From an optimization exercise on the open Yosys and OpenROAD flow, aimed at small area, a short achievable clock period and few clock cycles per item; shortcuts taken in it are not production practice.
Where RTL was checked, it was by simulation tests only, not by an equivalence proof against the original.
For runs 4 to 6, only the layout was checked, not whether the RTL still works.

==> flow/design.v <==
`timescale 1ns/100ps
package pipe_pkg;
  typedef logic [32-1:0] word_t;
  typedef logic [3-1:0]  reg_t;
  typedef logic [16-1:0]  imm_t;
  typedef enum logic [3:0] {
    OP_AND  = 4'd0,
    OP_NOT  = 4'd1,
    OP_OR   = 4'd2,
    OP_XOR  = 4'd3,
    OP_ADD  = 4'd4,
    OP_SUB  = 4'd5,
    OP_MOV0 = 4'd6,
    OP_MOV1 = 4'd7,
    OP_MOVI = 4'd8
  } opcode_t;
  typedef enum logic {
    FWD_RF = 1'b0,
    FWD_S3 = 1'b1
  } fwd_sel_t;
endpackage
`timescale 1ns/100ps
module inst_queue (
  input  logic        clk,
  input  logic        rst,
  input  logic        in_pass,
  input  logic [19:0] in_enc,
  input  logic        hold,
  output logic        in_accept,
  output logic        h_vld,
  output logic [19:0] h_enc
);
  localparam int DEPTH = 15;
  logic [19:0] mem [DEPTH];
  logic [3:0]  wr_ptr;
  logic [3:0]  rd_ptr;
  logic [3:0]  cnt;
  logic        full_r;
  logic        empty_r;
  logic push;
  logic h_free;
  logic buf_wr;
  logic buf_rd;
  logic [3:0] cnt_nxt;
  assign push   = in_pass & ~full_r;
  assign h_free = ~h_vld | ~hold;
  assign buf_rd = h_free & ~empty_r;
  assign buf_wr = push & ~(h_free & empty_r);
  always_comb begin
    cnt_nxt = cnt;
    if (buf_wr & ~buf_rd) cnt_nxt = cnt + 4'd1;
    else if (buf_rd & ~buf_wr) cnt_nxt = cnt - 4'd1;
  end
  always_ff @(posedge clk) begin
    if (rst) begin
      wr_ptr  <= '0;
      rd_ptr  <= '0;
      cnt     <= '0;
      full_r  <= 1'b0;
      empty_r <= 1'b1;
      h_vld   <= 1'b0;
    end else begin
      if (buf_wr) wr_ptr <= (wr_ptr == 4'(DEPTH - 1)) ? 4'd0 : wr_ptr + 4'd1;
      if (buf_rd) rd_ptr <= (rd_ptr == 4'(DEPTH - 1)) ? 4'd0 : rd_ptr + 4'd1;
      cnt     <= cnt_nxt;
      full_r  <= (cnt_nxt == 4'(DEPTH));
      empty_r <= (cnt_nxt == 4'd0);
      if (h_free) h_vld <= ~empty_r | push;
    end
  end
  always_ff @(posedge clk) begin
    if (!full_r) mem[wr_ptr] <= in_enc;
  end
  always_ff @(posedge clk) begin
    if (h_free) h_enc <= empty_r ? in_enc : mem[rd_ptr];
  end
  assign in_accept = ~full_r;
endmodule
`timescale 1ns/100ps
module reg_file (
  input  logic  clk,
  input  pipe_pkg::reg_t  ra0,
  input  pipe_pkg::reg_t  ra1,
  input  logic  wen,
  input  pipe_pkg::reg_t  wa,
  input  pipe_pkg::word_t wdata,
  output pipe_pkg::word_t rdata0,
  output pipe_pkg::word_t rdata1
);
  localparam int N_REGS = 1 << 3;
  pipe_pkg::word_t mem [N_REGS];
  always_ff @(posedge clk) begin
    if (wen) begin
      mem[wa] <= wdata;
    end
  end
  assign rdata0 = mem[ra0];
  assign rdata1 = mem[ra1];
endmodule
`timescale 1ns/100ps
module issue_stage (
  input  pipe_pkg::opcode_t in_op,
  input  pipe_pkg::reg_t    in_ra0,
  input  pipe_pkg::reg_t    in_ra1,
  input  pipe_pkg::reg_t    in_wa,
  input  pipe_pkg::imm_t    in_imm,
  output logic [19:0]       enc
);
  logic       movi;
  logic       arith;
  logic       sub;
  logic [3:0] lut;
  always_comb begin
    movi  = 1'b0;
    arith = 1'b0;
    sub   = 1'b0;
    case (in_op)
      pipe_pkg::OP_AND:  lut = 4'b1000;
      pipe_pkg::OP_NOT:  lut = 4'b0011;
      pipe_pkg::OP_OR:   lut = 4'b1110;
      pipe_pkg::OP_XOR:  lut = 4'b0110;
      pipe_pkg::OP_ADD:  begin lut = 4'b0000; arith = 1'b1; end
      pipe_pkg::OP_SUB:  begin lut = 4'b0000; arith = 1'b1; sub = 1'b1; end
      pipe_pkg::OP_MOV0: lut = 4'b1100;
      pipe_pkg::OP_MOV1: lut = 4'b1010;
      pipe_pkg::OP_MOVI: begin lut = 4'b0000; movi = 1'b1; end
      default:           lut = 4'b1100;
    endcase
  end
  assign enc = {in_wa, movi,
                movi ? in_imm : {4'b0000, lut, arith, sub, in_ra1, in_ra0}};
endmodule
`timescale 1ns/100ps
module exec_unit (
  input  logic            clk,
  input  logic            rst,
  input  logic            exec,
  input  logic [19:0]     h_enc,
  input  pipe_pkg::word_t opa,
  input  pipe_pkg::word_t opb,
  output pipe_pkg::word_t res,
  output logic            out_vld,
  output pipe_pkg::reg_t  out_wa,
  output pipe_pkg::word_t out_wdata
);
  logic        movi;
  logic [15:0] pl;
  logic [3:0]  lut;
  logic        arith;
  logic        sub;
  logic [32:0] sum;
  pipe_pkg::word_t other;
  assign movi  = h_enc[16];
  assign pl    = h_enc[15:0];
  assign lut   = pl[11:8];
  assign arith = pl[7] & ~movi;
  assign sub   = pl[6];
  assign sum = {opa, 1'b1} + {opb ^ {32{sub}}, sub};
  always_comb begin
    for (int i = 0; i < 32; i++) begin
      other[i] = lut[{opa[i], opb[i]}];
    end
    if (movi) other = {16'd0, pl};
  end
  assign res = arith ? sum[32:1] : other;
  always_ff @(posedge clk) begin
    if (rst) out_vld <= 1'b0;
    else     out_vld <= exec;
  end
  always_ff @(posedge clk) begin
    out_wa    <= h_enc[19:17];
    out_wdata <= res;
  end
endmodule
`timescale 1ns/100ps
module precompute_pipe (
  input  logic    clk,
  input  logic    rst,
  input  logic    in_pass,
  input  logic [3:0]  in_op,
  input  logic [2:0]  in_ra0,
  input  logic [2:0]  in_ra1,
  input  logic [2:0]  in_wa,
  input  logic [15:0] in_imm,
  input  logic    hold,
  output logic    in_accept,
  output logic    out_vld,
  output logic [2:0]  out_wa,
  output logic [31:0] out_wdata
);
  logic [19:0] in_enc;
  logic        h_vld;
  logic [19:0] h_enc;
  logic        exec;
  pipe_pkg::word_t opa;
  pipe_pkg::word_t opb;
  pipe_pkg::word_t res;
  issue_stage i_issue_stage (
    .in_op  (pipe_pkg::opcode_t'(in_op)),
    .in_ra0 (in_ra0),
    .in_ra1 (in_ra1),
    .in_wa  (in_wa),
    .in_imm (in_imm),
    .enc    (in_enc)
  );
  inst_queue i_inst_queue (
    .clk       (clk),
    .rst       (rst),
    .in_pass   (in_pass),
    .in_enc    (in_enc),
    .hold      (hold),
    .in_accept (in_accept),
    .h_vld     (h_vld),
    .h_enc     (h_enc)
  );
  assign exec = h_vld & ~hold;
  reg_file i_reg_file (
    .clk    (clk),
    .ra0    (h_enc[2:0]),
    .ra1    (h_enc[5:3]),
    .wen    (exec),
    .wa     (h_enc[19:17]),
    .wdata  (res),
    .rdata0 (opa),
    .rdata1 (opb)
  );
  exec_unit i_exec_unit (
    .clk       (clk),
    .rst       (rst),
    .exec      (exec),
    .h_enc     (h_enc),
    .opa       (opa),
    .opb       (opb),
    .res       (res),
    .out_vld   (out_vld),
    .out_wa    (out_wa),
    .out_wdata (out_wdata)
  );
endmodule
==> flow/run.sh <==
#!/bin/bash
# synth_recipe.tcl (not shown) runs the flow's synth.tcl, then flattens the netlist and writes it again
# the make line also repeats each setting of config.mk as NAME=value (left out here)
make -C /OpenROAD-flow-scripts/flow DESIGN_CONFIG=/design/flow/config.mk WORK_HOME=/design/flow/orfs CLKGATE_MAP_FILE= SYNTH_SCRIPT=/design/flow/synth_recipe.tcl finish
==> flow/config.mk <==
export PLATFORM = sky130hd
export DESIGN_NAME = precompute_pipe
export DESIGN_NICKNAME = precompute_pipe
export VERILOG_FILES = /design/flow/design.v
export SDC_FILE = /design/flow/constraint.sdc
export NUM_CORES = 4
export LEC_CHECK = 0
export CAP_MARGIN = 20
export CORE_MARGIN = 2
export CORE_UTILIZATION = 40
export PLACE_DENSITY = 0.6
export SETUP_SLACK_MARGIN = 1.5
export SLEW_MARGIN = 20
==> flow/constraint.sdc <==
create_clock -name core_clock -period 4.5 [get_ports {clk}]
set_input_delay 0.9000 -clock core_clock [delete_from_list [all_inputs] [get_ports {clk}]]
set_output_delay 0.9000 -clock core_clock [all_outputs]
set_load 0.01 [all_outputs]
==> results.tsv, run 1 <==
metric	value	unit
synth_xor_area_frac	0.0193	
clkTransAtPathRegs	0.06	ns
dr.pass1.iters	5	
maxCapViolCount	0	
syn_inst	1709	
clk_path_buf_depth	3	
syn_area_per_cell	17.0	um^2
crit_required	4.87	ns
synth-edff-count	576	
nets	2044	
grt_use_total	0.196	
tightest_slew	1.12	ns
drive_gt1_frac	0.395	
yosys-top-cells-count	edfxtp_1 (576), mux4_2 (208), mux2i_1 (99), nand2_1 (71), nor2_1 (66)	
grt_pass1_vias	17590	
cts-root-buf	clkbuf_16	
worst-setup-path-type	reg2reg	
synth_area	29100	um^2
hp-class	reg2reg	
crit_fanout	8	
skew	0.0165	ns
syn_nets	1775	
ys_types	64	
timing.slew.headroom	0.252	
reg2reg_depth	15	
status	timing/DRC/antenna clean	
synthAdderAreaFrac	0.0145	
setup_slack	0.468	ns
num_rows	98	
finalWeightedCongestion	0.873	
io_pins	70	
arrival	4.40	ns
synth_most_common_cell	edfxtp_1	
dpl_worst_slack	0.0979	ns
die_h	274	um
fin_hold_ws	0.405	ns
setup_viol	0	
grt_pass1_wl	109000	um
postRouteWirelength	74800	um
ant_nets	0	
antenna_found_initial	0	
start_util	0.406	
yosys.area_share.simple	0.0405	
overflow	0	
muxShareOfSynthArea	0.218	
cp-end-kind	register	
final_area	36500	um^2
core_area	71700	um^2
ys_seq_area_frac	0.636	
r2r_end	i_reg_file.mem[0][23]$_DFFE_PP_	
r2r_slack	0.47	ns
numCtsBuffers	71	
crit_end	i_reg_file.mem[0][23]$_DFFE_PP_	
ys_seq_elements	637	
wl_per_cell	25.1	um
rsz0062_at_grt	yes	
yosys.area.top_type_share	0.594	
synth_top_family_by_area	multiplexers	
finalNonFillerCells	2984	
min_from	i_inst_queue.h_enc[18]$_DFFE_PN_	
post-route-min-period	4.03	ns
synth_compound_area_frac	0.0535	
timing.final.crit_share	0.896	
place_inst	2736	
hpwl	42700	um
num_vias	17066	
hold_viol_final	0	
die_x	274	um
ys.warnings.count	4	
clock_latency	0.62	ns
cts.sinks	637	
cts_hold_buf	0	
placed_cell_area	31900	um^2
diodes	0	
cts-htree-levels	3	
vias_per_cell	5.72	
tritoncts	yes	
yosys.area.top_type	edfxtp_1	
yosys-top-cells-area	edfxtp_1 (59%), mux4_2 (16%), dfxtp_1 (4.2%)	
drc	0	
cp-start-kind	register	
setup_tns	0	ns
portBuffers	69	
grt_max_degree	37	
drt-initial-drc-count	1478	
dieArea	75000	um^2
async_flop_share	0	
finalMaxSlewViolations	0	
area_delta_synth_final	25.4	%
fmax	248	MHz
ys.flop_type	edfxtp_1	
[metrics by stage]
| stage | utilization |
|---|---|
| floorplan | - |
| global placement | 0.444 |
| detailed placement | 0.444 |
| CTS | 0.498 |
| global route | 0.509 |
| finish | 0.509 |
[cell type report]
| class | instances | area [um^2] |
|---|---|---|
| Tap cell | 950 | 1190 |
| Clock buffer | 91 | 1900 |
| Sequential cell | 637 | 18500 |
| Clock inverter | 38 | 450 |
| Fill cell | 5798 | 35200 |
| Inverter | 28 | 105 |
| Timing Repair Buffer | 279 | 2680 |
| Multi-Input combinational cell | 961 | 11600 |
[per-layer routing]
metal	wire length, um	track usage	up-vias
met5	0	0	-
met4	1800	0.0531	0
met3	3020	0.0284	135
met2	38900	0.348	451
met1	31100	0.251	8959
li1	-	-	7521
[how the worst min path moves through the flow]
stage | to | slack, ns | cells past startpoint
3_5_place_dp | i_exec_unit.out_wa[1]$_DFF_P_ | 0.40 | 0
6_report | i_exec_unit.out_wa[1]$_DFF_P_ | 0.40 | 0
2_1_floorplan | i_exec_unit.out_wa[1]$_DFF_P_ | 0.36 | 0
4_1_cts | i_exec_unit.out_wa[1]$_DFF_P_ | 0.41 | 0
5_1_grt | i_exec_unit.out_wa[1]$_DFF_P_ | 0.42 | 0
3_3_place_gp | i_exec_unit.out_wa[1]$_DFF_P_ | 0.42 | 0
[timing repair]
item                                    CTS  global route
setup buffers                            68            28
gates cloned                             14             9
endpoints found under the setup margin  287           284
resized for setup                       152            95
pin swaps                                55            49
[flip-flops by register name (all words and copies together), names as in the netlist, named ones only]
| register | flops |
|---|---|
| i_exec_unit.out_vld | 1 |
| i_exec_unit.out_wa | 3 |
| i_exec_unit.out_wdata | 32 |
| i_inst_queue.cnt | 4 |
| i_inst_queue.empty_r | 1 |
| i_inst_queue.full_r | 1 |
| i_inst_queue.h_enc | 20 |
| i_inst_queue.h_vld | 1 |
| i_inst_queue.mem | 300 |
| i_inst_queue.rd_ptr | 4 |
| i_inst_queue.wr_ptr | 4 |
| i_reg_file.mem | 256 |
[critical path: stages (launching register included)]
cell and delay, ns:
dfxtp_4 0.43, buf_12 0.17, buf_6 0.12, mux4_2 0.52, mux2i_4 0.17, xnor2_1 0.14
ha_2 0.33, a21o_4 0.24, or3_1 0.32, nor4_2 0.27, nor2_2 0.12, a311oi_4 0.34
o221ai_2 0.16, xnor2_2 0.15, o22ai_2 0.12, buf_6 0.19
[placed cells by master, fill, tap and decap left out, types with 9 or more instances in the layout]
| cell type | n |
|---|---|
| edfxtp_1 | 576 |
| mux4_2 | 208 |
| buf_4 | 154 |
| clkbuf_16 | 72 |
| mux2i_1 | 71 |
| nand2_1 | 70 |
| clkdlybuf4s50_1 | 69 |
| mux2_2 | 55 |
| dfxtp_1 | 51 |
| a211oi_1 | 41 |
| nor2_1 | 39 |
| xnor2_1 | 37 |
| o21ai_0 | 36 |
| nor2b_1 | 32 |
| buf_6 | 32 |
| a21oi_1 | 29 |
| inv_1 | 27 |
| a21oi_2 | 22 |
| nor2_4 | 19 |
| mux2i_4 | 17 |
| o21ai_4 | 17 |
| buf_12 | 17 |
| clkbuf_1 | 16 |
| a21o_1 | 15 |
| ha_1 | 14 |
| mux2i_2 | 13 |
| xnor2_2 | 13 |
| clkinv_2 | 13 |
| ha_4 | 12 |
| nor2_2 | 11 |
| o21ai_2 | 10 |
| nand2b_1 | 9 |
[logic make-up after synthesis]
family                     after synthesis
buffers and inverters                  127
xor gates and xnor gates                64
AOI/OAI and AO/OA                      238
muxes                                  365
adders and majority gates               34
and+or+nand+nor                        244
DFF                                    637
Testbench counts, summed over its fixed seeds: cycles 12,016, items 12,000.
==> run 2: changes to the inputs <==
--- a/flow/config.mk
+++ b/flow/config.mk
@@ -5,9 +5,10 @@
 export SDC_FILE = /design/flow/constraint.sdc
 export NUM_CORES = 4
 export LEC_CHECK = 0
+export ABC_CLOCK_PERIOD_IN_PS = 2500
 export CAP_MARGIN = 20
 export CORE_MARGIN = 2
 export CORE_UTILIZATION = 40
 export PLACE_DENSITY = 0.6
-export SETUP_SLACK_MARGIN = 1.5
+export SETUP_SLACK_MARGIN = 2.0
 export SLEW_MARGIN = 20
==> run 2 against run 1 <==
Still clean. Synthesized area unchanged. Setup slack got worse by 0.055 ns. Die area did not move. Clock-buffer cell count increased by 1. Final area increased by 1.1%. Core utilization rose by 0.55 points.
==> results.tsv, run 2 <==
metric	value	unit	change
ys_seq_elements	637		unchanged
muxShareOfSynthArea	0.218		unchanged
clock_latency	0.63	ns	was 0.62 ns
r2r_end	i_reg_file.mem[7][10]$_DFFE_PP_		was i_reg_file.mem[0][23]$_DFFE_PP_
synth_area	29100	um^2	unchanged
dieArea	75000	um^2	unchanged
cts-htree-levels	3		unchanged
r2r_slack	0.41	ns	was 0.47 ns
diodes	0		unchanged
synth_top_family_by_area	multiplexers		unchanged
synth_most_common_cell	edfxtp_1		unchanged
setup_viol	0		unchanged
final_util	0.514		was 0.509
antenna_found_initial	1		was 0
ys_types	64		unchanged
grt_max_degree	42		was 37
drc	0		unchanged
start_util	0.406		unchanged
core_area	71700	um^2	unchanged
yosys.area_share.simple	0.0405		unchanged
area_delta_synth_final	26.8	%	was 25.4%
crit_required	4.85	ns	was 4.87 ns
post-route-min-period	4.09	ns	was 4.03 ns
cts_hold_buf	0		unchanged
die_x	274	um	unchanged
syn_area_per_cell	17.0	um^2	unchanged
io_pins	70		unchanged
skew	0.0386	ns	was 0.0165 ns
largest_register_ffs	300		unchanged
status	timing/DRC/antenna clean		unchanged
fmax	245	MHz	was 248 MHz
setup_tns	0	ns	unchanged
crit_fanout	5		was 8
layout_commonest_cell	edfxtp_1		unchanged
vias_per_cell	5.75		was 5.72
postRouteWirelength	76600	um	was 74800 um
fillers	5784		was 5798
yosys-top-cells-area	edfxtp_1 (59%), mux4_2 (16%), dfxtp_1 (4.2%)		unchanged
num_rows	98		unchanged
worstHoldEndpoint	i_exec_unit.out_wa[1]$_DFF_P_		unchanged
syn_inst	1709		unchanged
dpl_worst_slack	0.142	ns	was 0.0979 ns
grt_pass1_vias	17723		was 17590
yosys.area.top_type	edfxtp_1		unchanged
clk_path_buf_depth	3		unchanged
holdPathStages	0		unchanged
synth-edff-count	576		unchanged
drt-initial-drc-count	1625		was 1478
clkTransAtPathRegs	0.06	ns	about the same
placed_cell_area	31800	um^2	was 31900 um^2
tightest_slew	1.05	ns	was 1.12 ns
cp-start-kind	register		unchanged
overflow	0		unchanged
finalMaxSlewViolations	0		unchanged
cp-end-kind	register		unchanged
tritoncts	yes		unchanged
regMostFlops	i_inst_queue.mem		unchanged
timing.slew.headroom	0.302		was 0.252
worst-setup-path-type	reg2reg		unchanged
yosys-top-cells-count	edfxtp_1 (576), mux4_2 (208), mux2i_1 (99), nand2_1 (71), nor2_1 (66)		unchanged
final_area	36900	um^2	was 36500 um^2
synth_xor_area_frac	0.0193		unchanged
fin_hold_ws	0.420	ns	was 0.405 ns
synthAdderAreaFrac	0.0145		unchanged
dr.pass1.iters	7		was 5
timing.final.crit_share	0.908		was 0.896
synth_compound_area_frac	0.0535		unchanged
yosys.area.top_type_share	0.594		unchanged
rsz0062_at_grt	yes		unchanged
min_from	i_inst_queue.h_enc[18]$_DFFE_PN_		unchanged
portBuffers	69		unchanged
finalWeightedCongestion	0.877		was 0.873
ys_seq_area_frac	0.636		unchanged
wl_per_cell	25.4	um	was 25.1 um
cts-root-buf	clkbuf_16		unchanged
num_vias	17322		was 17066
setup_slack	0.413	ns	was 0.468 ns
async_flop_share	0		unchanged
grt_pass1_wl	112000	um	was 109000 um
maxCapViolCount	0		unchanged
layout_common_cells	edfxtp_1 (576), mux4_2 (208), buf_4 (160)		was edfxtp_1 (576), mux4_2 (208), buf_4 (154)
arrival	4.44	ns	was 4.40 ns
top_regs	i_inst_queue.mem: 300 flops, i_reg_file.mem: 256 flops, i_exec_unit.out_wdata: 32 flops		unchanged
die_h	274	um	unchanged
reg2reg_depth	18		was 15
drive_gt1_frac	0.402		was 0.395
nets	2070		was 2044
grt_use_total	0.201		was 0.196
hp-class	reg2reg		unchanged
cts.sinks	637		unchanged
ys.warnings.count	4		unchanged
ys.flop_type	edfxtp_1		unchanged
syn_nets	1775		unchanged
numCtsBuffers	70		was 71
hpwl	42800	um	was 42700 um
ant_nets	0		unchanged
hold_viol_final	0		unchanged
==> run 2: cell counts after synthesis <==
No cell type changed its count.
==> run 2: final cells by class <==
type,instances,area [um^2],share of cell area
sequential,637,18600,0.503
multi-input combinational,955,11500,0.310
timing repair buffer,312,3260,0.0882
clock buffer,92,1900,0.0516
tap,950,1190,0.0322
clock inverter,36,435,0.0118
inverter,28,105,0.00285
==> run 2: cell families after synthesis <==
| group | count (synthesis) |
|---|---|
| flops | 637 |
| mux | 365 |
| simple gates | 244 |
| compound gates | 238 |
| buf+inv | 127 |
| xor+xnor | 64 |
| fa+ha+maj | 34 |
==> run 2: worst max-delay path by stage <==
stage                   from                         endpoint  slack [ns]  depth (start not counted)
floorplan           register  i_reg_file.mem[0][22]$_DFFE_PP_        0.53                         16
global placement    register  i_reg_file.mem[1][30]$_DFFE_PP_        0.26                         15
detailed placement  register  i_reg_file.mem[0][30]$_DFFE_PP_        0.14                         14
CTS                 register  i_reg_file.mem[5][31]$_DFFE_PP_        0.50                         16
global route        register  i_reg_file.mem[5][23]$_DFFE_PP_        0.24                         18
finish              register  i_reg_file.mem[7][10]$_DFFE_PP_        0.41                         18
==> run 2: per-layer routing <==
| layer | track usage | wire length (um) | up-vias |
|---|---|---|---|
| met3 | 0.0361 | 3920 | 124 |
| li1 | - | - | 7558 |
| met1 | 0.265 | 31900 | 9126 |
| met4 | 0.0535 | 1730 | 2 |
| met2 | 0.343 | 39000 | 512 |
| met5 | 0 | 13 | - |
==> run 2: critical path, cell delays in order, from the launching register on <==
cell and delay, ns:
dfxtp_4 0.43, buf_12 0.13, mux4_2 0.50, mux2i_2 0.20
xnor2_1 0.11, ha_1 0.35, buf_4 0.15, and3_1 0.17
a221o_1 0.34, buf_4 0.14, buf_4 0.14, a21oi_4 0.15
o21ai_2 0.08, a21oi_2 0.17, o21bai_1 0.11, xor2_1 0.19
a21oi_1 0.19, o21ai_2 0.10, buf_2 0.15
==> run 2: what timing repair did <==
item | 4_1_cts | 5_1_grt
pin swaps | 45 | 69
setup endpoints to repair | 351 | 303
resized for setup | 130 | 119
gates cloned | 11 | 16
setup buffers | 80 | 58
==> run 2: per-stage QoR <==
| step | instances |
|---|---|
| detailed placement | 2716 |
| global route | 3010 |
| floorplan | 1709 |
| finish | 3010 |
| CTS | 2935 |
| global placement | 2716 |
==> run 3: changes to the inputs <==
--- a/flow/config.mk
+++ b/flow/config.mk
@@ -5,10 +5,8 @@
 export SDC_FILE = /design/flow/constraint.sdc
 export NUM_CORES = 4
 export LEC_CHECK = 0
-export ABC_CLOCK_PERIOD_IN_PS = 2500
 export CAP_MARGIN = 20
 export CORE_MARGIN = 2
 export CORE_UTILIZATION = 40
 export PLACE_DENSITY = 0.6
-export SETUP_SLACK_MARGIN = 2.0
 export SLEW_MARGIN = 20
==> run 3 against run 2 <==
Non-clock buffer count shrank 115. Setup slack lost 0.29 ns. Global-route usage shrank 0.85 points. Critical endpoint is now i_reg_file.mem[2][30]$_DFFE_PP_. Cell count shrank 4.4%. Still clean on timing, DRC and antenna. Via count shrank 6.0%. Largest cell class unchanged. Synthesized cell count is the same. Clock skew shrank 0.014 ns. Highest routed layer is now met4.
==> results.tsv, run 3 <==
metric	value	unit	change
async_flop_share	0		unchanged
antenna_found_initial	0		was 1
yosys-top-cells-count	edfxtp_1 (576), mux4_2 (208), mux2i_1 (99), nand2_1 (71), nor2_1 (66)		unchanged
postRouteWirelength	70900	um	was 76600 um
layout_commonest_cell	edfxtp_1		unchanged
worstHoldEndpoint	i_exec_unit.out_wa[1]$_DFF_P_		unchanged
clkTransAtPathRegs	0.06	ns	about the same
finalMaxSlewViolations	0		unchanged
r2r_end	i_reg_file.mem[2][30]$_DFFE_PP_		was i_reg_file.mem[7][10]$_DFFE_PP_
fmax	228	MHz	was 245 MHz
synth-edff-count	576		unchanged
drt-initial-drc-count	1314		was 1625
diodes	0		unchanged
core_area	71700	um^2	unchanged
holdPathStages	0		unchanged
dr.pass1.iters	5		was 7
area_delta_synth_final	17.3	%	was 26.8%
slowest_delay	0.51	ns	was 0.50 ns
top_regs	i_inst_queue.mem: 300 flops, i_reg_file.mem: 256 flops, i_exec_unit.out_wdata: 32 flops		unchanged
ys.warnings.count	4		unchanged
nets	1942		was 2070
drive_gt1_frac	0.286		was 0.402
grt_pass1_vias	17185		was 17723
hpwl	43700	um	was 42800 um
vias_per_cell	5.66		was 5.75
cts.sinks	637		unchanged
r2r_slack	0.12	ns	was 0.41 ns
hp-class	reg2reg		unchanged
numCtsBuffers	67		was 70
die_x	274	um	unchanged
ys_seq_elements	637		unchanged
syn_inst	1709		unchanged
yosys.area.top_type	edfxtp_1		unchanged
io_pins	70		unchanged
post-route-min-period	4.38	ns	was 4.09 ns
timing.final.crit_share	0.974		was 0.908
crit_slowest_cell	mux4_2		unchanged
syn_area_per_cell	17.0	um^2	unchanged
dpl_worst_slack	-0.0375	ns	was 0.142 ns
ant_nets	0		unchanged
tritoncts	yes		unchanged
cts_hold_buf	0		unchanged
arrival	4.75	ns	was 4.44 ns
setup_slack	0.118	ns	was 0.413 ns
regMostFlops	i_inst_queue.mem		unchanged
overflow	0		unchanged
drc	0		unchanged
synth_most_common_cell	edfxtp_1		unchanged
cp-end-kind	register		unchanged
ys_types	64		unchanged
fin_hold_ws	0.414	ns	was 0.420 ns
die_h	274	um	unchanged
min_from	i_inst_queue.h_enc[18]$_DFFE_PN_		unchanged
clk_path_buf_depth	3		unchanged
worst-setup-path-type	reg2reg		unchanged
finalWeightedCongestion	0.935		was 0.877
cp-start-kind	register		unchanged
dieArea	75000	um^2	unchanged
grt_use_total	0.193		was 0.201
layout_common_cells	edfxtp_1 (576), mux4_2 (208), buf_4 (112)		was edfxtp_1 (576), mux4_2 (208), buf_4 (160)
timing.slew.headroom	0.272		was 0.302
status	timing/DRC/antenna clean		unchanged
yosys.area.top_type_share	0.594		unchanged
synth_area	29100	um^2	unchanged
yosys-top-cells-area	edfxtp_1 (59%), mux4_2 (16%), dfxtp_1 (4.2%)		unchanged
wl_per_cell	24.7	um	was 25.4 um
num_vias	16277		was 17322
hold_viol_final	0		unchanged
ys.flop_type	edfxtp_1		unchanged
start_util	0.406		unchanged
num_rows	98		unchanged
maxCapViolCount	0		unchanged
largest_register_ffs	300		unchanged
setup_viol	0		unchanged
clock_latency	0.63	ns	about the same
grt_pass1_wl	108000	um	was 112000 um
path_cells	buf_12 > buf_4 > mux4_2 > mux2_2 > ha_2 > and3_1 > nand3_1 > nor3_2 > o21ai_0 > buf_4 > nand3_1 > a41oi_1 > a21oi_1 > xnor2_1 > o22ai_2 > buf_4		was buf_12 > mux4_2 > mux2i_2 > xnor2_1 > ha_1 > buf_4 > and3_1 > a221o_1 > buf_4 > buf_4 > a21oi_4 > o21ai_2 > a21oi_2 > o21bai_1 > xor2_1 > a21oi_1 > o21ai_2 > buf_2
path_common_cell	buf_4		unchanged
grt_max_degree	50		was 42
crit_fanout	17		was 5
portBuffers	69		unchanged
syn_nets	1775		unchanged
skew	0.0241	ns	was 0.0386 ns
reg2reg_depth	16		was 18
tightest_slew	1.09	ns	was 1.05 ns
crit_required	4.87	ns	was 4.85 ns
setup_tns	0	ns	unchanged
cts-htree-levels	3		unchanged
ys_seq_area_frac	0.636		unchanged
cts-root-buf	clkbuf_16		unchanged
## run 3: changes by cell type in the layout (fill, tap and decap cells not counted), moves of 11 or more
cell     change
buf_4       -48
buf_6       -29
a21oi_1     +26
a21oi_2     -22
mux2i_1     +20
mux2i_4     -16
xnor2_1     +16
xnor2_2     -16
o21ai_2     -15
o21ai_0     +14
buf_12      -12
ha_1        +11
## run 3: cell families (layout without fill, tap and decap cells)
kind of cell    count (synthesis)  after routing  synth area share
buf+inv                       127            346            0.0179
fa+ha+maj                      34             34            0.0145
xor+xnor                       64             64            0.0193
simple gates                  244            244            0.0405
compound gates                238            238            0.0535
mux                           365            365             0.218
flops                         637            637             0.636
## run 3: per-layer routing
metal / part of all wire / up-vias / GRT usage / routed length (um)
met5: 0 / - / 0 / 0
met4: 0.020 / 0 / 0.0500 / 1390
met3: 0.040 / 96 / 0.0268 / 2860
met2: 0.51 / 391 / 0.331 / 36200
li1: - / 7243 / - / -
met1: 0.43 / 8547 / 0.258 / 30500
## run 3: worst max-delay path, delay by kind of cell (launching register included)
family	cells	cell delay, ns
adders and majority gates	1	0.42
muxes	2	0.85
buffers and inverters	4	0.82
DFF	1	0.46
xor gates and xnor gates	1	0.16
and+or+nand+nor	4	0.73
AOI/OAI and AO/OA	4	0.68
## run 3: per-stage QoR
| stage | std cells | cell area (um^2) | util |
|---|---|---|---|
| after global placement | 2746 | 31800 | 0.443 |
| after detailed placement | 2746 | 31800 | 0.443 |
| after global routing | 2878 | 34100 | 0.476 |
| final | 2878 | 34100 | 0.476 |
| after floorplan | 1709 | 29100 | - |
| after CTS | 2868 | 34000 | 0.474 |
## run 3: worst max-delay path by stage
stage / startpoint / endpoint / cells after the start
detailed placement: register / i_reg_file.mem[0][22]$_DFFE_PP_ / 14
floorplan: register / i_reg_file.mem[0][22]$_DFFE_PP_ / 16
finish: register / i_reg_file.mem[2][30]$_DFFE_PP_ / 16
CTS: register / i_reg_file.mem[2][12]$_DFFE_PP_ / 14
global route: register / i_reg_file.mem[6][31]$_DFFE_PP_ / 16
global placement: register / i_reg_file.mem[4][30]$_DFFE_PP_ / 16
## run 3: final cells by class
| class | instances | area (um^2) |
|---|---|---|
| tap | 950 | 1190 |
| inverter | 28 | 105 |
| clock inverter | 29 | 370 |
| multi-input combinational | 945 | 10300 |
| timing repair buffer | 197 | 1820 |
| clock buffer | 92 | 1830 |
| sequential | 637 | 18500 |
| fill | 6033 | 37600 |
## run 3: repair_timing
item,in CTS,in global routing
resized for setup,4,26
pin swaps,1,3
endpoints found under the setup margin,32,116
setup buffers,1,9
==> run 4: changes to the inputs <==
--- a/flow/design.v
+++ b/flow/design.v
@@ -20,17 +20,18 @@
   } fwd_sel_t;
 endpackage
 `timescale 1ns/100ps
-module inst_queue (
+module inst_queue #(
+  parameter int DEPTH = 14
+) (
   input  logic        clk,
   input  logic        rst,
   input  logic        in_pass,
   input  logic [19:0] in_enc,
-  input  logic        hold,
+  input  logic        h_adv,
   output logic        in_accept,
   output logic        h_vld,
   output logic [19:0] h_enc
 );
-  localparam int DEPTH = 15;
   logic [19:0] mem [DEPTH];
   logic [3:0]  wr_ptr;
   logic [3:0]  rd_ptr;
@@ -43,7 +44,7 @@
   logic buf_rd;
   logic [3:0] cnt_nxt;
   assign push   = in_pass & ~full_r;
-  assign h_free = ~h_vld | ~hold;
+  assign h_free = ~h_vld | h_adv;
   assign buf_rd = h_free & ~empty_r;
   assign buf_wr = push & ~(h_free & empty_r);
   always_comb begin
@@ -134,42 +135,81 @@
 module exec_unit (
   input  logic            clk,
   input  logic            rst,
-  input  logic            exec,
+  input  logic            hold,
+  input  logic            h_vld,
   input  logic [19:0]     h_enc,
-  input  pipe_pkg::word_t opa,
-  input  pipe_pkg::word_t opb,
-  output pipe_pkg::word_t res,
+  input  pipe_pkg::word_t rdata0,
+  input  pipe_pkg::word_t rdata1,
+  output logic            h_adv,
+  output logic            wen,
+  output pipe_pkg::reg_t  wa,
+  output pipe_pkg::word_t wdata,
   output logic            out_vld,
   output pipe_pkg::reg_t  out_wa,
   output pipe_pkg::word_t out_wdata
 );
-  logic        movi;
-  logic [15:0] pl;
-  logic [3:0]  lut;
-  logic        arith;
-  logic        sub;
+  logic        h_movi;
+  logic [15:0] h_pl;
+  pipe_pkg::reg_t h_ra0;
+  pipe_pkg::reg_t h_ra1;
+  logic        e_vld;
+  pipe_pkg::reg_t e_wa;
+  logic [3:0]  e_lut;
+  logic        e_arith;
+  logic        e_sub;
+  logic        e_fwd0;
+  logic        e_fwd1;
+  pipe_pkg::word_t e_opa;
+  pipe_pkg::word_t e_opb;
+  logic        exec;
+  pipe_pkg::word_t opa;
+  pipe_pkg::word_t opb;
   logic [32:0] sum;
-  pipe_pkg::word_t other;
-  assign movi  = h_enc[16];
-  assign pl    = h_enc[15:0];
-  assign lut   = pl[11:8];
-  assign arith = pl[7] & ~movi;
-  assign sub   = pl[6];
-  assign sum = {opa, 1'b1} + {opb ^ {32{sub}}, sub};
+  pipe_pkg::word_t lres;
+  pipe_pkg::word_t res;
+  assign h_movi = h_enc[16];
+  assign h_pl   = h_enc[15:0];
+  assign h_ra0  = h_pl[2:0];
+  assign h_ra1  = h_pl[5:3];
+  assign exec   = e_vld & ~hold;
+  assign h_adv  = ~e_vld | ~hold;
+  always_ff @(posedge clk) begin
+    if (rst) e_vld <= 1'b0;
+    else if (h_adv) e_vld <= h_vld;
+  end
+  always_ff @(posedge clk) begin
+    if (h_adv) begin
+      e_wa    <= h_enc[19:17];
+      e_lut   <= h_movi ? 4'b1010 : h_pl[11:8];
+      e_arith <= ~h_movi & h_pl[7];
+      e_sub   <= h_pl[6];
+      e_fwd0  <= exec && (e_wa == h_ra0);
+      e_fwd1  <= exec && (e_wa == h_ra1) && !h_movi;
+      e_opa   <= rdata0;
+      e_opb   <= h_movi ? pipe_pkg::word_t'(h_pl) : rdata1;
+    end
+  end
+  assign opa = e_fwd0 ? out_wdata : e_opa;
+  assign opb = e_fwd1 ? out_wdata : e_opb;
+  assign sum = {opa, 1'b1} + {opb ^ {32{e_sub}}, e_sub};
   always_comb begin
     for (int i = 0; i < 32; i++) begin
-      other[i] = lut[{opa[i], opb[i]}];
-    end
-    if (movi) other = {16'd0, pl};
-  end
-  assign res = arith ? sum[32:1] : other;
+      lres[i] = e_lut[{opa[i], opb[i]}];
+    end
+  end
+  assign res = e_arith ? sum[32:1] : lres;
+  assign wen   = exec;
+  assign wa    = e_wa;
+  assign wdata = res;
   always_ff @(posedge clk) begin
     if (rst) out_vld <= 1'b0;
     else     out_vld <= exec;
   end
   always_ff @(posedge clk) begin
-    out_wa    <= h_enc[19:17];
-    out_wdata <= res;
+    if (exec) begin
+      out_wa    <= e_wa;
+      out_wdata <= res;
+    end
   end
 endmodule
 `timescale 1ns/100ps
@@ -191,10 +231,12 @@
   logic [19:0] in_enc;
   logic        h_vld;
   logic [19:0] h_enc;
-  logic        exec;
-  pipe_pkg::word_t opa;
-  pipe_pkg::word_t opb;
-  pipe_pkg::word_t res;
+  logic        h_adv;
+  logic        wen;
+  pipe_pkg::reg_t  wa;
+  pipe_pkg::word_t wdata;
+  pipe_pkg::word_t rdata0;
+  pipe_pkg::word_t rdata1;
   issue_stage i_issue_stage (
     .in_op  (pipe_pkg::opcode_t'(in_op)),
     .in_ra0 (in_ra0),
@@ -208,30 +250,33 @@
     .rst       (rst),
     .in_pass   (in_pass),
     .in_enc    (in_enc),
-    .hold      (hold),
+    .h_adv    (h_adv),
     .in_accept (in_accept),
     .h_vld     (h_vld),
     .h_enc     (h_enc)
   );
-  assign exec = h_vld & ~hold;
   reg_file i_reg_file (
     .clk    (clk),
     .ra0    (h_enc[2:0]),
     .ra1    (h_enc[5:3]),
-    .wen    (exec),
-    .wa     (h_enc[19:17]),
-    .wdata  (res),
-    .rdata0 (opa),
-    .rdata1 (opb)
+    .wen    (wen),
+    .wa     (wa),
+    .wdata  (wdata),
+    .rdata0 (rdata0),
+    .rdata1 (rdata1)
   );
   exec_unit i_exec_unit (
     .clk       (clk),
     .rst       (rst),
-    .exec      (exec),
+    .hold      (hold),
+    .h_vld     (h_vld),
     .h_enc     (h_enc),
-    .opa       (opa),
-    .opb       (opb),
-    .res       (res),
+    .rdata0    (rdata0),
+    .rdata1    (rdata1),
+    .h_adv    (h_adv),
+    .wen       (wen),
+    .wa        (wa),
+    .wdata     (wdata),
     .out_vld   (out_vld),
     .out_wa    (out_wa),
     .out_wdata (out_wdata)
--- a/flow/config.mk
+++ b/flow/config.mk
@@ -9,4 +9,5 @@
 export CORE_MARGIN = 2
 export CORE_UTILIZATION = 40
 export PLACE_DENSITY = 0.6
+export SETUP_SLACK_MARGIN = 2.0
 export SLEW_MARGIN = 20
==> run 4 against run 3 <==
Still clean on timing, DRC and antenna. First-iteration DRC count up 22%. Sequential share of layout area decreased by 2.8 points.
==> results.tsv, run 4 <==
metric	value	unit	change
min_from	i_inst_queue.h_enc[18]$_DFFE_PN_		unchanged
skew	0.0266	ns	was 0.0241 ns
finalWeightedCongestion	0.903		was 0.935
holdPathStages	0		unchanged
num_rows	103		was 98
setup_slack	0.875	ns	was 0.118 ns
rsz0062_at_grt	yes		
grt_pass1_wl	121000	um	was 108000 um
antenna_found_initial	4		was 0
ys_seq_elements	690		was 637
start_util	0.404		was 0.406
crit_fanout	9		was 17
postRouteWirelength	81800	um	was 70900 um
worst-setup-path-type	reg2reg		unchanged
ys_types	67		was 64
yosys.area.top_type_share	0.627		was 0.594
dr.pass1.iters	5		unchanged
syn_area_per_cell	17.0	um^2	about the same
crit_required	5.00	ns	was 4.87 ns
clkTransAtPathRegs	0.06	ns	about the same
cp-end-kind	register		unchanged
cts-htree-levels	3		unchanged
timing.slew.headroom	0.372		was 0.272
dpl_worst_slack	0.522	ns	was -0.0375 ns
clk_path_buf_depth	3		unchanged
largest_register_ffs	280		was 300
ys.warnings.count	4		unchanged
cts.sinks	690		was 637
grt_pass1_vias	18948		was 17185
r2r_slack	0.88	ns	was 0.12 ns
layout_common_cells	edfxtp_1 (666), mux4_2 (206), buf_4 (126)		was edfxtp_1 (576), mux4_2 (208), buf_4 (112)
layout_commonest_cell	edfxtp_1		unchanged
post-route-min-period	3.62	ns	was 4.38 ns
fillers	6370		was 6033
maxCapViolCount	0		unchanged
worstHoldEndpoint	i_exec_unit.e_wa[1]$_DFFE_PP_		was i_exec_unit.out_wa[1]$_DFF_P_
hpwl	43900	um	was 43700 um
vias_per_cell	5.73		was 5.66
grt_max_degree	74		was 50
syn_inst	1873		was 1709
die_h	286	um	was 274 um
hold_viol_final	0		unchanged
drt-initial-drc-count	1601		was 1314
core_area	79000	um^2	was 71700 um^2
status	timing/DRC/antenna clean		unchanged
placed_cell_area	34500	um^2	was 31800 um^2
hp-class	reg2reg		unchanged
top_regs	i_inst_queue.mem: 280 flops, i_reg_file.mem: 256 flops		was i_inst_queue.mem: 300 flops, i_reg_file.mem: 256 flops, i_exec_unit.out_wdata: 32 flops
fin_hold_ws	0.415	ns	was 0.414 ns
ant_nets	0		unchanged
synth_area	31900	um^2	was 29100 um^2
nets	2174		was 1942
dieArea	82100	um^2	was 75000 um^2
cp-start-kind	register		unchanged
tritoncts	yes		unchanged
setup_viol	0		unchanged
drc	0		unchanged
overflow	0		unchanged
io_pins	70		unchanged
r2r_end	i_reg_file.mem[3][31]$_DFFE_PP_		was i_reg_file.mem[2][30]$_DFFE_PP_
r2r_start	i_exec_unit.e_fwd0$_DFFE_PP_		
wl_per_cell	25.4	um	was 24.7 um
cts-root-buf	clkbuf_16		unchanged
die_x	286	um	was 274 um
arrival	4.12	ns	was 4.75 ns
async_flop_share	0		unchanged
drive_gt1_frac	0.406		was 0.286
portBuffers	69		unchanged
synth_most_common_cell	edfxtp_1		unchanged
fmax	276	MHz	was 228 MHz
grt_use_total	0.198		was 0.193
yosys-top-cells-count	edfxtp_1 (666), mux4_2 (206), mux2i_1 (121), mux2_2 (118), nand2_1 (93)		was edfxtp_1 (576), mux4_2 (208), mux2i_1 (99), nand2_1 (71), nor2_1 (66)
regMostFlops	i_inst_queue.mem		unchanged
ys_seq_area_frac	0.642		was 0.636
tightest_slew	0.942	ns	was 1.09 ns
synth-edff-count	666		was 576
yosys.area.top_type	edfxtp_1		unchanged
yosys-top-cells-area	edfxtp_1 (63%), mux4_2 (15%), mux2_2 (4.2%)		was edfxtp_1 (59%), mux4_2 (16%), dfxtp_1 (4.2%)
final_area	39800	um^2	was 34100 um^2
timing.final.crit_share	0.806		was 0.974
reg2reg_depth	13		was 16
num_vias	18430		was 16277
ys.flop_type	edfxtp_1		unchanged
finalMaxSlewViolations	0		unchanged
numCtsBuffers	76		was 67
syn_nets	1939		was 1775
setup_tns	0	ns	unchanged
area_delta_synth_final	24.8	%	was 17.3%
clock_latency	0.64	ns	was 0.63 ns
## run 4: cell count changes after synthesis, moves of 19 or more
cell      delta
a211oi_1    -40
buf_1       +19
dfxtp_1     -37
edfxtp_1    +90
mux2_2      +62
mux2i_1     +22
nand2_1     +22
nor2_1      +21
nor2b_1     -23
o21ai_0     +19
## run 4: final cells by class
class / count / area [um^2] / share of cell area
Tap cell: 1050 / 1310 / 0.0330
Antenna cell: 1 / 2.50 / 0.0000628
Timing Repair Buffer: 262 / 2550 / 0.0641
Inverter: 28 / 113 / 0.00283
Multi-Input combinational cell: 1050 / 12800 / 0.321
Sequential cell: 690 / 20500 / 0.515
Clock buffer: 93 / 2010 / 0.0504
Clock inverter: 44 / 548 / 0.0138
## run 4: repair_timing
| action | CTS | global route |
|---|---|---|
| cloned | 21 | 5 |
| hold buffers | 0 | 0 |
| setup endpoints to repair | 356 | 303 |
| pin swaps | 53 | 39 |
| setup buffers | 99 | 28 |
| resized for setup | 224 | 114 |
## run 4: kinds of logic (layout without fill, tap and decap cells)
| family | Yosys count | count (layout) | synth area share |
|---|---|---|---|
| flip-flops | 690 | 690 | 0.642 |
| multiplexers | 446 | 446 | 0.226 |
| AND/OR/NAND/NOR | 274 | 274 | 0.0390 |
| AO/OA/AOI/OAI | 216 | 228 | 0.0440 |
| buffers and inverters | 145 | 427 | 0.0176 |
| XOR/XNOR | 68 | 68 | 0.0187 |
| adder cells (fa/ha/maj) | 34 | 34 | 0.0133 |
| other | 0 | 1 | 0 |
## run 4: routing by layer
metal | vias to the layer above | GRT usage | share of wire
li1 | 8064 | - | -
met1 | 9588 | 0.267 | 0.42
met2 | 600 | 0.330 | 0.49
met3 | 176 | 0.0304 | 0.055
met4 | 2 | 0.0635 | 0.030
met5 | - | 0 | 0.00016
## run 4: metrics by stage
| stage | std cells | utilization |
|---|---|---|
| after detailed placement | 2926 | 0.436 |
| after CTS | 3183 | 0.493 |
| after global placement | 2926 | 0.436 |
| final | 3218 | 0.504 |
| after floorplan | 1873 | - |
| after global routing | 3218 | 0.504 |
## run 4: worst max-delay path by stage
| stage | start | slack [ns] | cells after the start | end |
|---|---|---|---|---|
| floorplan | i_exec_unit.e_fwd1$_DFFE_PP_ | 1.19 | 14 | i_exec_unit.out_wdata[31]$_DFFE_PP_ |
| global route | i_exec_unit.e_fwd1$_DFFE_PP_ | 0.77 | 15 | i_reg_file.mem[7][28]$_DFFE_PP_ |
| detailed placement | i_exec_unit.e_fwd1$_DFFE_PP_ | 0.52 | 12 | i_reg_file.mem[3][30]$_DFFE_PP_ |
| global placement | i_exec_unit.e_fwd1$_DFFE_PP_ | 0.67 | 12 | i_reg_file.mem[2][30]$_DFFE_PP_ |
| CTS | i_exec_unit.e_fwd0$_DFFE_PP_ | 1.01 | 15 | i_reg_file.mem[0][26]$_DFFE_PP_ |
| finish | i_exec_unit.e_fwd0$_DFFE_PP_ | 0.88 | 13 | i_reg_file.mem[3][31]$_DFFE_PP_ |
## run 4: worst max-delay path, stage by stage (launching register included)
cell and delay, ns:
edfxtp_1 0.44, buf_12 0.18, buf_4 0.15, mux2_2 0.36, ha_2 0.25, a211o_1 0.30
a21oi_1 0.20, o21ai_1 0.15, o31ai_4 0.37, o21ba_4 0.26, a2111oi_4 0.09, or2_1 0.27
o311ai_4 0.30, buf_12 0.16
==> run 5: changes to the inputs <==
--- a/flow/config.mk
+++ b/flow/config.mk
@@ -5,9 +5,10 @@
 export SDC_FILE = /design/flow/constraint.sdc
 export NUM_CORES = 4
 export LEC_CHECK = 0
+export ABC_CLOCK_PERIOD_IN_PS = 2000
 export CAP_MARGIN = 20
 export CORE_MARGIN = 2
 export CORE_UTILIZATION = 40
 export PLACE_DENSITY = 0.6
-export SETUP_SLACK_MARGIN = 2.0
+export SETUP_SLACK_MARGIN = 2.5
 export SLEW_MARGIN = 20
==> run 5 against run 4 <==
Critical endpoint unchanged. Cell count up 3.6%. Synthesized cell count stayed put. Maximum frequency increased by 0.84%. Core utilization rose by 2.3 points. Via count up 4.7%. Wire length is 8.7% higher. Synthesized area stayed put.
==> results.tsv, run 5 <==
metric	value	unit	change
grt_max_degree	59		was 74
yosys-top-cells-area	edfxtp_1 (63%), mux4_2 (15%), mux2_2 (4.2%)		unchanged
diodes	0		was 1
start_util	0.404		unchanged
io_pins	70		unchanged
slowest_delay	0.37	ns	was 0.44 ns
ys_types	67		unchanged
fmax	278	MHz	was 276 MHz
numCtsBuffers	74		was 76
finalNonFillerCells	3334		was 3218
layout_commonest_cell	edfxtp_1		unchanged
overflow	0		unchanged
path_cells	buf_6 > buf_12 > buf_12 > mux2i_4 > xnor2_2 > ha_4 > o21a_1 > o21a_1 > o21ai_2 > or3_1 > o21ba_4 > a2111oi_4 > or2_1 > o311ai_4 > buf_4 > buf_12		was buf_12 > buf_4 > mux2_2 > ha_2 > a211o_1 > a21oi_1 > o21ai_1 > o31ai_4 > o21ba_4 > a2111oi_4 > or2_1 > o311ai_4 > buf_12
rsz0062_at_grt	yes		unchanged
async_flop_share	0		unchanged
vias_per_cell	5.78		was 5.73
synth_most_common_cell	edfxtp_1		unchanged
setup_tns	0	ns	unchanged
path_delay_family	compound AO/OA/AOI/OAI gates		unchanged
ys.flop_type	edfxtp_1		unchanged
highest_layer	met4		was met5
syn_area_per_cell	17.0	um^2	unchanged
ys_seq_area_frac	0.642		unchanged
synth_area	31900	um^2	unchanged
arrival	3.96	ns	was 4.12 ns
r2r_slack	0.91	ns	was 0.88 ns
setup_viol	0		unchanged
maxCapViolCount	0		unchanged
timing.slew.headroom	0.413		was 0.372
drc	0		unchanged
timing.final.crit_share	0.799		was 0.806
yosys-top-cells-count	edfxtp_1 (666), mux4_2 (206), mux2i_1 (121), mux2_2 (118), nand2_1 (93)		unchanged
worst-setup-path-type	reg2reg		unchanged
worstHoldEndpoint	i_exec_unit.e_wa[2]$_DFFE_PP_		was i_exec_unit.e_wa[1]$_DFFE_PP_
cp_num_buf_inv	5		was 3
nets	2297		was 2174
ys.warnings.count	4		unchanged
crit_required	4.86	ns	was 5.00 ns
synth-edff-count	666		unchanged
clk_path_buf_depth	3		unchanged
multi_input_area	13000	um^2	was 12800 um^2
clock_latency	0.65	ns	was 0.64 ns
grt_use_total	0.212		was 0.198
syn_inst	1873		unchanged
crit_fanout	8		was 9
yosys.area.top_type_share	0.627		unchanged
path_common_cell	buf_12		unchanged
num_rows	103		unchanged
tritoncts	yes		unchanged
portBuffers	69		unchanged
wl_met2	45300	um	was 40400 um
holdPathStages	0		unchanged
postRouteWirelength	88900	um	was 81800 um
core_area	79000	um^2	unchanged
largest_register_ffs	280		unchanged
cp-start-kind	register		unchanged
r2r_end	i_reg_file.mem[3][31]$_DFFE_PP_		unchanged
final_util	0.527		was 0.504
status	timing/DRC/antenna clean		unchanged
wl_met3	5010	um	was 4490 um
r2r_start	i_exec_unit.e_fwd1$_DFFE_PP_		was i_exec_unit.e_fwd0$_DFFE_PP_
drt-initial-drc-count	1776		was 1601
post-route-min-period	3.59	ns	was 3.62 ns
dieArea	82100	um^2	unchanged
finalWeightedCongestion	0.903		about the same
place_inst	2924		was 2926
die_x	286	um	unchanged
clkTransAtPathRegs	0.06	ns	about the same
ff_latch_area	20500	um^2	about the same
min_from	i_inst_queue.h_enc[19]$_DFFE_PN_		was i_inst_queue.h_enc[18]$_DFFE_PN_
crit_slowest_cell	edfxtp_1		unchanged
finalMaxSlewViolations	0		unchanged
ys_seq_elements	690		unchanged
dr.pass1.iters	5		unchanged
fillers	6165		was 6370
wl_per_cell	26.7	um	was 25.4 um
ant_nets	0		unchanged
fin_hold_ws	0.419	ns	was 0.415 ns
hp-class	reg2reg		unchanged
skew	0.0544	ns	was 0.0266 ns
hold_viol_final	0		unchanged
cts-root-buf	clkbuf_16		unchanged
regMostFlops	i_inst_queue.mem		unchanged
syn_nets	1939		unchanged
top_regs	i_inst_queue.mem: 280 flops, i_reg_file.mem: 256 flops		unchanged
num_vias	19287		was 18430
cp-end-kind	register		unchanged
cts-htree-levels	3		unchanged
routedLengthMet1	36500	um	was 34500 um
grt_pass1_wl	129000	um	was 121000 um
antenna_found_initial	0		was 4
tightest_slew	0.872	ns	was 0.942 ns
drive_gt1_frac	0.451		was 0.406
layout_common_cells	edfxtp_1 (666), mux4_2 (206), buf_4 (153)		was edfxtp_1 (666), mux4_2 (206), buf_4 (126)
reg2reg_depth	16		was 13
die_h	286	um	unchanged
cts.sinks	690		unchanged
grt_pass1_vias	19785		was 18948
yosys.area.top_type	edfxtp_1		unchanged
area_delta_synth_final	30.5	%	was 24.8%
hpwl	45700	um	was 43900 um
## run 5: cell counts after synthesis
Identical to the previous run, type by type.
## run 5: final cells by class
cell class,instances,share of cell area
timing repair buffer,376,0.103
sequential,690,0.493
inverter,28,0.00273
multi-input combinational,1061,0.312
clock buffer,95,0.0464
tap,1050,0.0316
clock inverter,34,0.0112
## run 5: layer usage
metal  up-vias  GRT usage
met5         -          0
met4         0     0.0586
met3       125     0.0270
met2       681      0.366
met1     10147      0.281
li1       8334          -
## run 5: logic make-up after synthesis
| family | Yosys count | share of synthesized area |
|---|---|---|
| AOI/OAI and AO/OA | 216 | 0.0440 |
| xor gates and xnor gates | 68 | 0.0187 |
| adders and majority gates | 34 | 0.0133 |
| buffers and inverters | 145 | 0.0176 |
| DFF | 690 | 0.642 |
| muxes | 446 | 0.226 |
| and+or+nand+nor | 274 | 0.0390 |
## run 5: worst max-delay path by stage
| stage | start | endpoint | slack [ns] | cells after the start |
|---|---|---|---|---|
| 2_1_floorplan | i_exec_unit.e_fwd1$_DFFE_PP_ | i_exec_unit.out_wdata[31]$_DFFE_PP_ | 1.19 | 14 |
| 3_3_place_gp | i_exec_unit.e_sub$_DFFE_PP_ | i_reg_file.mem[4][27]$_DFFE_PP_ | 0.73 | 11 |
| 3_5_place_dp | i_exec_unit.e_sub$_DFFE_PP_ | i_reg_file.mem[3][13]$_DFFE_PP_ | 0.64 | 10 |
| 4_1_cts | i_exec_unit.e_fwd1$_DFFE_PP_ | i_reg_file.mem[0][31]$_DFFE_PP_ | 0.91 | 16 |
| 5_1_grt | i_exec_unit.e_fwd1$_DFFE_PP_ | i_reg_file.mem[7][31]$_DFFE_PP_ | 0.77 | 16 |
| 6_report | i_exec_unit.e_fwd1$_DFFE_PP_ | i_reg_file.mem[3][31]$_DFFE_PP_ | 0.91 | 16 |
## run 5: metrics by stage
stage	cell area (um^2)	setup WS, ns
detailed placement	34500	0.642
global placement	34500	0.729
CTS	40300	0.907
finish	41600	0.905
global route	41600	0.769
floorplan	32600	1.19
## run 5: what timing repair did
| item | CTS | global route |
|---|---|---|
| hold buffers | 0 | 0 |
| buffers inserted | 183 | 55 |
| resized for setup | 438 | 154 |
| endpoints found under the setup margin | 1043 | 564 |
| pin swaps | 68 | 74 |
| gates cloned | 35 | 8 |
==> run 6: changes to the inputs <==
--- a/flow/config.mk
+++ b/flow/config.mk
@@ -5,10 +5,10 @@
 export SDC_FILE = /design/flow/constraint.sdc
 export NUM_CORES = 4
 export LEC_CHECK = 0
-export ABC_CLOCK_PERIOD_IN_PS = 2000
 export CAP_MARGIN = 20
 export CORE_MARGIN = 2
 export CORE_UTILIZATION = 40
+export CTS_BUF_LIST = sky130_fd_sc_hd__clkbuf_4 sky130_fd_sc_hd__clkbuf_8
 export PLACE_DENSITY = 0.6
-export SETUP_SLACK_MARGIN = 2.5
+export SETUP_SLACK_MARGIN = 2.0
 export SLEW_MARGIN = 20
==> run 6 against run 5 <==
Register-to-register slack improved by 0.02 ns. Clock-buffer cell count increased by 55. Cell count decreased by 0.99%. Global-route usage decreased by 1.4 points. Synthesized cell count unchanged. First-iteration DRC count decreased by 12%. Sequential share of layout area increased by 2.7 points. Wire length decreased by 8.0%. Die area unchanged.
==> results.tsv, run 6 <==
metric	value	unit	change
yosys-top-cells-count	edfxtp_1 (666), mux4_2 (206), mux2i_1 (121), mux2_2 (118), nand2_1 (93)		unchanged
dieArea	82100	um^2	unchanged
finalWeightedCongestion	0.903		about the same
grt_max_degree	74		was 59
multi_input_area	12500	um^2	was 13000 um^2
async_flop_share	0		unchanged
cp-start-kind	register		unchanged
overflow	0		unchanged
area_delta_synth_final	23.6	%	was 30.5%
drt-initial-drc-count	1559		was 1776
layout_commonest_cell	edfxtp_1		unchanged
hold_viol_final	0		unchanged
cts.sinks	690		unchanged
synth_xor_area_frac	0.0187		unchanged
wl_met2	40900	um	was 45300 um
clkTransAtPathRegs	0.06	ns	about the same
num_rows	103		unchanged
grt_pass1_vias	19387		was 19785
synth_area	31900	um^2	unchanged
ant_nets	0		unchanged
crit_required	4.97	ns	was 4.86 ns
synth-edff-count	666		unchanged
finalMaxSlewViolations	0		unchanged
die_x	286	um	unchanged
ys.warnings.count	4		unchanged
synth_most_common_cell	edfxtp_1		unchanged
ys.flop_type	edfxtp_1		unchanged
yosys.area.top_type	edfxtp_1		unchanged
grt_pass1_wl	122000	um	was 129000 um
numCtsBuffers	112		was 74
antenna_found_initial	2		was 0
synth_compound_area_frac	0.0440		unchanged
timing.slew.headroom	0.190		was 0.413
portBuffers	69		unchanged
core_area	79000	um^2	unchanged
ys_seq_area_frac	0.642		unchanged
timing.final.crit_share	0.794		was 0.799
routedLengthMet1	34900	um	was 36500 um
ys_seq_elements	690		unchanged
rsz0062_at_grt	yes		unchanged
setup_viol	0		unchanged
cts-root-buf	clkbuf_8		was clkbuf_16
yosys.area_share.simple	0.0390		unchanged
nets	2222		was 2297
grt_use_total	0.198		was 0.212
die_h	286	um	unchanged
synthAdderAreaFrac	0.0133		unchanged
dpl_worst_slack	0.522	ns	was 0.642 ns
postRouteWirelength	81700	um	was 88900 um
worst-setup-path-type	reg2reg		unchanged
fmax	280	MHz	was 278 MHz
tightest_slew	1.22	ns	was 0.872 ns
drive_gt1_frac	0.422		was 0.451
num_vias	18536		was 19287
synth_top_family_by_area	multiplexers		unchanged
largest_register_ffs	280		unchanged
crit_fanout	9		was 8
hp-class	reg2reg		unchanged
fin_hold_ws	0.420	ns	was 0.419 ns
wl_met3	4240	um	was 5010 um
muxShareOfSynthArea	0.226		unchanged
fillers	6459		was 6165
cts_hold_buf	0		unchanged
syn_inst	1873		unchanged
cp-end-kind	register		unchanged
syn_nets	1939		unchanged
top_regs	i_inst_queue.mem: 280 flops, i_reg_file.mem: 256 flops		unchanged
status	timing/DRC/antenna clean		unchanged
vias_per_cell	5.62		was 5.78
maxCapViolCount	0		unchanged
ys_types	67		unchanged
cts-htree-levels	3		unchanged
layout_common_cells	edfxtp_1 (666), mux4_2 (206), buf_4 (127)		was edfxtp_1 (666), mux4_2 (206), buf_4 (153)
highest_layer	met4		unchanged
dr.pass1.iters	5		unchanged
syn_area_per_cell	17.0	um^2	unchanged
tritoncts	yes		unchanged
drc	0		unchanged
setup_slack	0.926	ns	was 0.905 ns
wl_per_cell	24.8	um	was 26.7 um
clk_path_buf_depth	3		unchanged
skew	0.0449	ns	was 0.0544 ns
arrival	4.05	ns	was 3.96 ns
yosys.area.top_type_share	0.627		unchanged
io_pins	70		unchanged
regMostFlops	i_inst_queue.mem		unchanged
clock_latency	0.75	ns	was 0.65 ns
post-route-min-period	3.57	ns	was 3.59 ns
yosys-top-cells-area	edfxtp_1 (63%), mux4_2 (15%), mux2_2 (4.2%)		unchanged
hpwl	43900	um	was 45700 um
ff_latch_area	20500	um^2	about the same
start_util	0.404		unchanged
setup_tns	0	ns	unchanged
==> run 6: changes by cell type in the layout (fill, tap and decap cells not counted), moves of 12 or more <==
cell | previous run | this run
mux2_2 | 100 | 116
buf_6 | 114 | 71
clkbuf_16 | 77 | 0
clkinv_2 | 6 | 19
clkinv_1 | 12 | 25
buf_4 | 153 | 127
mux2_4 | 18 | 2
clkbuf_1 | 21 | 0
buf_12 | 45 | 16
nor2_4 | 27 | 15
clkbuf_4 | 0 | 35
clkbuf_8 | 0 | 115
buf_16 | 15 | 3
==> run 6: worst max-delay path, cell delays in order, from the launching register on <==
cell       delay, ns
edfxtp_1        0.40
buf_6           0.16
bufbuf_16       0.28
mux2i_4         0.19
xnor2_1         0.14
ha_2            0.42
nand3_1         0.13
o211ai_1        0.27
a21oi_1         0.14
a21oi_1         0.17
o21ba_4         0.19
a2111oi_4       0.34
or2_1           0.20
o311ai_4        0.12
buf_12          0.17
==> run 6: path summary, 6_finish.rpt <==
| check | startpoint | endpoint | slack [ns] | cells past startpoint |
|---|---|---|---|---|
| max | i_exec_unit.e_fwd1$_DFFE_PP_ | i_reg_file.mem[2][31]$_DFFE_PP_ | 0.93 | 14 |
| min | i_inst_queue.h_enc[19]$_DFFE_PN_ | i_exec_unit.e_wa[2]$_DFFE_PP_ | 0.42 | 0 |
| max reg2reg | i_exec_unit.e_fwd1$_DFFE_PP_ | i_reg_file.mem[2][31]$_DFFE_PP_ | 0.93 | 14 |
| min reg2reg | i_inst_queue.h_enc[19]$_DFFE_PN_ | i_exec_unit.e_wa[2]$_DFFE_PP_ | 0.42 | 0 |
==> run 6: through the flow <==
stage	util	area, um^2	cells
global placement	0.436	34500	2926
detailed placement	0.436	34500	2926
global route	0.499	39400	3300
finish	0.499	39400	3301
CTS	0.491	38800	3273
floorplan	-	32400	1873
==> run 6: per-layer routing <==
metal / vias to the layer above / track usage
met1: 9674 / 0.264
met5: - / 0
met2: 548 / 0.337
li1: 8179 / -
met3: 135 / 0.0315
met4: 0 / 0.0531
==> run 6: area by class of cell <==
cell class,instances,area share
Clock inverter,56,0.0113
Timing Repair Buffer,273,0.0680
Sequential cell,690,0.520
Clock buffer,150,0.0468
Tap cell,1050,0.0333
Multi-Input combinational cell,1051,0.318
Antenna cell,3,0.000190
Inverter,28,0.00285
==> run 6: kinds of logic after synthesis <==
logic type               after synthesis
XOR/XNOR                              68
adder cells (fa/ha/maj)               34
buffers and inverters                145
AND/OR/NAND/NOR                      274
flip-flops                           690
multiplexers                         446
AO/OA/AOI/OAI                        216
==> run 6: timing repair <==
| action | 4_1_cts | 5_1_grt |
|---|---|---|
| pin swaps | 55 | 19 |
| resized for setup | 290 | 87 |
| cloned | 13 | 8 |
| setup buffers | 128 | 17 |
| hold endpoints to repair | 0 | 0 |
| setup endpoints to repair | 358 | 333 |

## afterwards: timing with drivers on the ports
Ports are ideal in the flow. The routed layouts listed here were re-timed in OpenROAD. Step 1 assumes that a clkbuf_16 drives the clock port and a buf_2 every other input. Step 2 moves the port delays by t, midway between the first and last clock arrival at a register: inputs arrive t later, outputs are due t later. That takes back most of the time a late clock gives input paths. Three values: ideal ports, drivers, drivers and shift; two values: the first two.
run | t (ns) | setup WS [ns] | latest minus earliest clock arrival (ns)
run 1 | 0.674 | 0.468 / 0.468 / 0.468 | 0.020 / 0.020
run 2 | 0.685 | 0.413 / 0.413 / 0.413 | 0.056 / 0.056
run 3 | 0.677 | 0.118 / 0.118 / 0.118 | 0.029 / 0.029
run 4 | 0.695 | 0.875 / 0.875 / 0.875 | 0.026 / 0.027
run 5 | 0.692 | 0.905 / 0.905 / 0.905 | 0.055 / 0.054
run 6 | 0.788 | 0.926 / 0.926 / 0.926 | 0.045 / 0.045
After both steps every run listed still meets setup and hold.
